This design comes from an exercise in tuning for small area, a short achievable clock period and few clock cycles per item on the open sky130 flow, not from production work.
RTL that was checked went through simulation tests only; none was proved equivalent to the original.
No activity file was given, so power comes from the tool's default toggle rates.

==> flow/design.v (excerpt) <==
module framed_target_stepper_sequencer #(
    parameter int STEP_WIDTH = 12
) (
    input  logic        aclk,
    input  logic        aresetn,
    input  logic        s_tvalid,
    output logic        s_tready,
    input  logic [7:0]  s_tdata,
    input  logic        s_tuser,
    output logic        m_tvalid,
    input  logic        m_tready,
    output logic [7:0]  m_tdata,
    input  logic        cfg_valid,
    output logic        cfg_ready,
    input  logic [2:0]  cfg_index,
    input  logic [21:0] cfg_wdata
);
For scale: roughly 1,500 cells after synthesis.
==> flow/config.mk <==
export PLATFORM = sky130hd
export DESIGN_NAME = framed_target_stepper_sequencer
export DESIGN_NICKNAME = framed_target_stepper_sequencer
export VERILOG_FILES = /design/flow/design.v
export SDC_FILE = /design/flow/constraint.sdc
export NUM_CORES = 4
export LEC_CHECK = 0
export CAP_MARGIN = 20
export CORE_MARGIN = 2
export CORE_UTILIZATION = 40
export SLEW_MARGIN = 20
export BUFFER_PORTS_ARGS = -buffer_cell sky130_fd_sc_hd__buf_2
export SETUP_SLACK_MARGIN = 8.0
==> flow/constraint.sdc <==
create_clock -name core_clock -period 11.0 [get_ports {aclk}]
set_input_delay 2.2000 -clock core_clock [delete_from_list [all_inputs] [get_ports {aclk}]]
set_output_delay 2.2000 -clock core_clock [all_outputs]
set_load 0.01 [all_outputs]
standard.sh (not shown) runs the stock make flow with config.mk's settings and CLKGATE_MAP_FILE= SYNTH_SCRIPT=/design/flow/synth_recipe.tcl, a recipe that flattens the netlist after the stock synthesis.
==> flow/flow/run.sh <==
#!/bin/bash
# Standard ORFS layout, with plain buffers (not delay buffers) on the ports.
set -euo pipefail
cfg=${FLOW_CONFIG:-config.mk}
cat flow/extra.mk >> "$cfg"
bash standard.sh finish > std_flow.log 2>&1
==> flow/flow/extra.mk <==
export BUFFER_PORTS_ARGS = -buffer_cell sky130_fd_sc_hd__buf_2
export SETUP_SLACK_MARGIN = 8.0
Change:
--- a/flow/config.mk
+++ b/flow/config.mk
@@ -8,5 +8,6 @@
 export CAP_MARGIN = 20
 export CORE_MARGIN = 2
-export CORE_UTILIZATION = 40
+export CORE_UTILIZATION = 65
+export CTS_BUF_LIST = sky130_fd_sc_hd__clkbuf_4 sky130_fd_sc_hd__clkbuf_8
 export SLEW_MARGIN = 20
 export BUFFER_PORTS_ARGS = -buffer_cell sky130_fd_sc_hd__buf_2
=> Synthesized area does not change; power increases by 1.7%; wire length decreases by 3.1%; register-to-register slack stays flat; via count came out higher by 3.0%; cell count shrinks by 7.7%; design area came out lower by 0.73%; worst setup slack is about the same; global-route usage increases by 12 points.
Change:
--- a/flow/config.mk
+++ b/flow/config.mk
@@ -6,8 +6,8 @@
 export NUM_CORES = 4
 export LEC_CHECK = 0
+export ABC_AREA = 1
 export CAP_MARGIN = 20
 export CORE_MARGIN = 2
-export CORE_UTILIZATION = 65
-export CTS_BUF_LIST = sky130_fd_sc_hd__clkbuf_4 sky130_fd_sc_hd__clkbuf_8
+export CORE_UTILIZATION = 40
 export SLEW_MARGIN = 20
 export BUFFER_PORTS_ARGS = -buffer_cell sky130_fd_sc_hd__buf_2
The changed run completed without violations.
First-iteration DRC count is lower by 27%.
Die area is higher by 66%.
Worst setup slack gets worse by 0.046 ns.
Fmax is lower by 1.4%.
Change:
--- a/flow/config.mk
+++ b/flow/config.mk
@@ -6,8 +6,9 @@
 export NUM_CORES = 4
 export LEC_CHECK = 0
-export ABC_AREA = 1
 export CAP_MARGIN = 20
 export CORE_MARGIN = 2
 export CORE_UTILIZATION = 40
+export CTS_CLUSTER_DIAMETER = 80
+export CTS_CLUSTER_SIZE = 24
 export SLEW_MARGIN = 20
 export BUFFER_PORTS_ARGS = -buffer_cell sky130_fd_sc_hd__buf_2
After rerunning:
- via count came out lower by roughly a tenth
- utilization goes down by 0.66 points
- synthesized area drops by a few percent
- sequential share of layout area rose by 2.4 points
- synthesized cell count is lower by about a fifth
- routed wire length falls by a little under a tenth
- final area is lower by a few percent
- clock power came out lower by well over a third
- count of clock-buffer cells in the layout is lower by 16
Function was not checked in any run of this note: the RTL went through the layout flow alone.

========
Another version of the RTL of framed_target_stepper_sequencer (not shown whole).
For scale: roughly 240 flip-flops, about 50 I/O pins, roughly 15000 µm² of cells after synthesis.
## framed_target_stepper_sequencer
module framed_target_stepper_sequencer #(
    parameter int STEP_WIDTH = 12
) (
    input  logic        aclk,
    input  logic        aresetn,
    input  logic        s_tvalid,
    output logic        s_tready,
    input  logic [7:0]  s_tdata,
    input  logic        s_tuser,
    output logic        m_tvalid,
    input  logic        m_tready,
    output logic [7:0]  m_tdata,
    input  logic        cfg_valid,
    output logic        cfg_ready,
    input  logic [2:0]  cfg_index,
    input  logic [21:0] cfg_wdata
);
==> flow/config.mk <==
export PLATFORM = sky130hd
export DESIGN_NAME = framed_target_stepper_sequencer
export DESIGN_NICKNAME = framed_target_stepper_sequencer
export VERILOG_FILES = /design/flow/design.v
export SDC_FILE = /design/flow/constraint.sdc
export NUM_CORES = 4
export LEC_CHECK = 0
export CAP_MARGIN = 20
export CORE_MARGIN = 2
export CORE_UTILIZATION = 40
export CTS_CLUSTER_DIAMETER = 80
export CTS_CLUSTER_SIZE = 24
export SLEW_MARGIN = 20
export BUFFER_PORTS_ARGS = -buffer_cell sky130_fd_sc_hd__buf_2
export SETUP_SLACK_MARGIN = 8.0
==> flow/constraint.sdc <==
create_clock -name core_clock -period 11.0 [get_ports {aclk}]
set_input_delay 2.2000 -clock core_clock [delete_from_list [all_inputs] [get_ports {aclk}]]
set_output_delay 2.2000 -clock core_clock [all_outputs]
set_load 0.01 [all_outputs]
Scripts as last shown in full above: flow/flow/run.sh, flow/flow/extra.mk
Testbench counts at the start, summed over its fixed seeds: cycles 160,236, items 160,000.
Next try:
==> flow/flow/run.sh (replaced) <==
#!/bin/bash
# Standard ORFS layout (the standard.sh, standard synthesis), with two changes
# read from flow/extra.mk: plain buf_2 port buffers instead of delay buffers, and a
# larger setup slack margin so that repair_timing works below the 11 ns clock.
# The make output goes to std_flow.log; each ORFS step logs under orfs/logs.
set -euo pipefail
cfg=${FLOW_CONFIG:-config.mk}
cat flow/extra.mk >> "$cfg"
bash standard.sh finish > std_flow.log 2>&1
==> flow/flow/extra.mk (replaced) <==
export BUFFER_PORTS_ARGS = -buffer_cell sky130_fd_sc_hd__buf_2
export SETUP_SLACK_MARGIN = 7.7
CTS_CLUSTER_DIAMETER = 90   (was 80)
CTS_CLUSTER_SIZE = 28   (was 24)
PLACE_DENSITY = 0.82   (was unset)
SETUP_SLACK_MARGIN = 7.7   (was 8.0)
After rerunning: The new run finished clean; non-clock buffer count came out lower by 7; via count climbs by a few percent; worst setup slack gets better by 0.0047 ns; clock power goes down by about a fifth; clock-buffer cell count decreases by 6; global-route usage drops by 1.4 points; sequential share of layout area is higher by 0.78 points; combinational power is about the same; design area drops by a few percent; routed wire length is lower by a few percent; hold slack gains 0.010 ns.
Next try:
==> flow/flow/run.sh (replaced) <==
#!/bin/bash
# Standard ORFS layout, with plain buffers (not delay buffers) on the ports.
set -euo pipefail
cfg=${FLOW_CONFIG:-config.mk}
cat flow/extra.mk >> "$cfg"
bash standard.sh finish > std_flow.log 2>&1
==> flow/flow/extra.mk (replaced) <==
export BUFFER_PORTS_ARGS = -buffer_cell sky130_fd_sc_hd__buf_2
export SETUP_SLACK_MARGIN = 8.0
CTS_CLUSTER_DIAMETER = 100   (was 90)
CTS_CLUSTER_SIZE = 32   (was 28)
PLACE_DENSITY = unset   (was 0.82)
SETUP_SLACK_MARGIN = 8.0   (was 7.7)
=> Flip-flop and latch count does not change. Sequential power hardly moves. Routed wire length rose by 5.8%. Power came out higher by about 2.7%. Worst setup slack is worse by 0.018 ns. Critical path depth stays the same. Die area does not change. Hold slack degrades by 0.0070 ns. Sequential share of layout area is lower by 0.62 points.

========
Setup of trial 71:
framed_target_stepper_sequencer again, from the RTL that the note above started with.
==> flow/config.mk <==
export PLATFORM = sky130hd
export DESIGN_NAME = framed_target_stepper_sequencer
export DESIGN_NICKNAME = framed_target_stepper_sequencer
export VERILOG_FILES = /design/flow/design.v
export SDC_FILE = /design/flow/constraint.sdc
export NUM_CORES = 4
export LEC_CHECK = 0
export CAP_MARGIN = 20
export CORE_MARGIN = 2
export CORE_UTILIZATION = 40
export CTS_CLUSTER_DIAMETER = 80
export CTS_CLUSTER_SIZE = 24
export SLEW_MARGIN = 20
export BUFFER_PORTS_ARGS = -buffer_cell sky130_fd_sc_hd__buf_2
export SETUP_SLACK_MARGIN = 7.7
==> flow/constraint.sdc <==
create_clock -name core_clock -period 11.0 [get_ports {aclk}]
set_input_delay 2.2000 -clock core_clock [delete_from_list [all_inputs] [get_ports {aclk}]]
set_output_delay 2.2000 -clock core_clock [all_outputs]
set_load 0.01 [all_outputs]
==> flow/flow/run.sh <==
#!/bin/bash
# Standard ORFS layout, with plain buffers (not delay buffers) on the ports.
set -euo pipefail
cfg=${FLOW_CONFIG:-config.mk}
cat flow/extra.mk >> "$cfg"
bash standard.sh finish > std_flow.log 2>&1
==> flow/flow/extra.mk <==
export BUFFER_PORTS_ARGS = -buffer_cell sky130_fd_sc_hd__buf_2
export SETUP_SLACK_MARGIN = 7.7
Testbench counts of trial 71, summed over its fixed seeds: cycles 160,236, items 160,000.
Here is what was changed in the inputs of trial 9 compared with trial 71.
Settings: an added PLACE_DENSITY of 0.72; a change of CTS_CLUSTER_DIAMETER from 80 to 90; a change of CTS_CLUSTER_SIZE from 24 to 28.
==> flow/flow/run.sh <==
#!/bin/bash
# Standard ORFS layout (the standard.sh, standard synthesis), with two changes
# read from flow/extra.mk: plain buf_2 port buffers instead of delay buffers, and a
# larger setup slack margin so that repair_timing works below the 11 ns clock.
# The make output goes to std_flow.log; each ORFS step logs under orfs/logs.
set -euo pipefail
cfg=${FLOW_CONFIG:-config.mk}
cat flow/extra.mk >> "$cfg"
bash standard.sh finish > std_flow.log 2>&1
Clock input transition at the sequential cells of the worst setup and hold paths is higher on trial 9. Per the comparison of trial 9 with trial 71, post-route cell area has decreased, first-iteration DRC count went up, clock buffer instance count of the final layout shows a reduction of 6. Per the comparison of trial 9 with trial 71, clock power share lost 4.1 points, global-route wire length before repair lost 3.9%, count of buffers added by post-CTS timing repair for setup neither gained nor lost much, number of design rule violations left after detail routing neither gained nor lost much. Against trial 71, trial 9 reports a wire length that is lower.

========
Starting RTL as in the previous note.
==> flow/config.mk <==
export PLATFORM = sky130hd
export DESIGN_NAME = framed_target_stepper_sequencer
export DESIGN_NICKNAME = framed_target_stepper_sequencer
export VERILOG_FILES = /design/flow/design.v
export SDC_FILE = /design/flow/constraint.sdc
export NUM_CORES = 4
export LEC_CHECK = 0
export CAP_MARGIN = 20
export CORE_MARGIN = 2
export CORE_UTILIZATION = 40
export CTS_CLUSTER_DIAMETER = 80
export CTS_CLUSTER_SIZE = 24
export SLEW_MARGIN = 20
export BUFFER_PORTS_ARGS = -buffer_cell sky130_fd_sc_hd__buf_2
export SETUP_SLACK_MARGIN = 7.7
==> flow/constraint.sdc <==
create_clock -name core_clock -period 11.0 [get_ports {aclk}]
set_input_delay 2.2000 -clock core_clock [delete_from_list [all_inputs] [get_ports {aclk}]]
set_output_delay 2.2000 -clock core_clock [all_outputs]
set_load 0.01 [all_outputs]
==> flow/flow/run.sh <==
#!/bin/bash
# Standard ORFS layout (the standard.sh, standard synthesis), with two changes
# read from flow/extra.mk: plain buf_2 port buffers instead of delay buffers, and a
# larger setup slack margin so that repair_timing works below the 11 ns clock.
# The make output goes to std_flow.log; each ORFS step logs under orfs/logs.
set -euo pipefail
cfg=${FLOW_CONFIG:-config.mk}
cat flow/extra.mk >> "$cfg"
bash standard.sh finish > std_flow.log 2>&1
Scripts as last shown in full above: flow/flow/extra.mk
Testbench counts at the start, summed over its fixed seeds: cycles 160,236, items 160,000.
Rerun with:
CTS_CLUSTER_DIAMETER = 90   (was 80)
CTS_CLUSTER_SIZE = 28   (was 24)
The changed run went through all stages and came out clean.
Total power is lower by 2.3%.
Worst setup slack gets better by 0.0054 ns.
Global-route usage goes down by 0.12 points.
Clock power falls by 6.8%.
Cell count barely changes.
Die area is unchanged.

[afterwards: timing with drivers on the ports]
The results above use ideal ports. As a check the final layouts listed here were re-extracted and re-timed, cells and wires unchanged. Step 1, drivers: a clkbuf_16 drives aclk and a buf_2 each remaining input, both assumed. Step 2 moves the port delays by t, midway between the first and last clock arrival at a register: inputs arrive t later, outputs are due t later. That takes back most of the time a late clock gives input paths. Slacks: no drivers / after step 1 / after step 2; pairs: no drivers / after step 1.
run	t (ns)	slack for setup (ns)	latest minus earliest clock arrival (ns)	worst data-port slew with drivers (ns)
the first run of note 1	0.582	7.726 / 7.676 / 7.798	0.012 / 0.012	0.07
the second run of note 1	0.609	7.724 / 7.681 / 7.765	0.058 / 0.059	0.03
the third run of note 1	0.618	7.678 / 7.630 / 7.829	0.044 / 0.044	0.03
the fourth run of note 1	0.544	7.749 / 7.698 / 7.810	0.020 / 0.019	0.07
the first run of note 2	0.554	7.755 / 7.704 / 7.693	0.028 / 0.028	0.04
the second run of note 2	0.550	7.760 / 7.710 / 7.321	0.032 / 0.032	0.04
the third run of note 2	0.543	7.742 / 7.691 / 7.711	0.041 / 0.041	0.04
trial 71	0.559	7.751 / 7.699 / 7.323	0.029 / 0.029	0.04
trial 9	0.536	7.771 / 7.725 / 7.315	0.020 / 0.020	0.04
the first run of note 4	0.559	7.751 / 7.699 / 7.323	0.029 / 0.029	0.04
the second run of note 4	0.552	7.757 / 7.707 / 7.330	0.037 / 0.038	0.04
After both steps every run listed still meets setup and hold. The setup slack of trial 9, which loses most, moves by -0.046 ns with the drivers and by -0.456 ns with both steps.
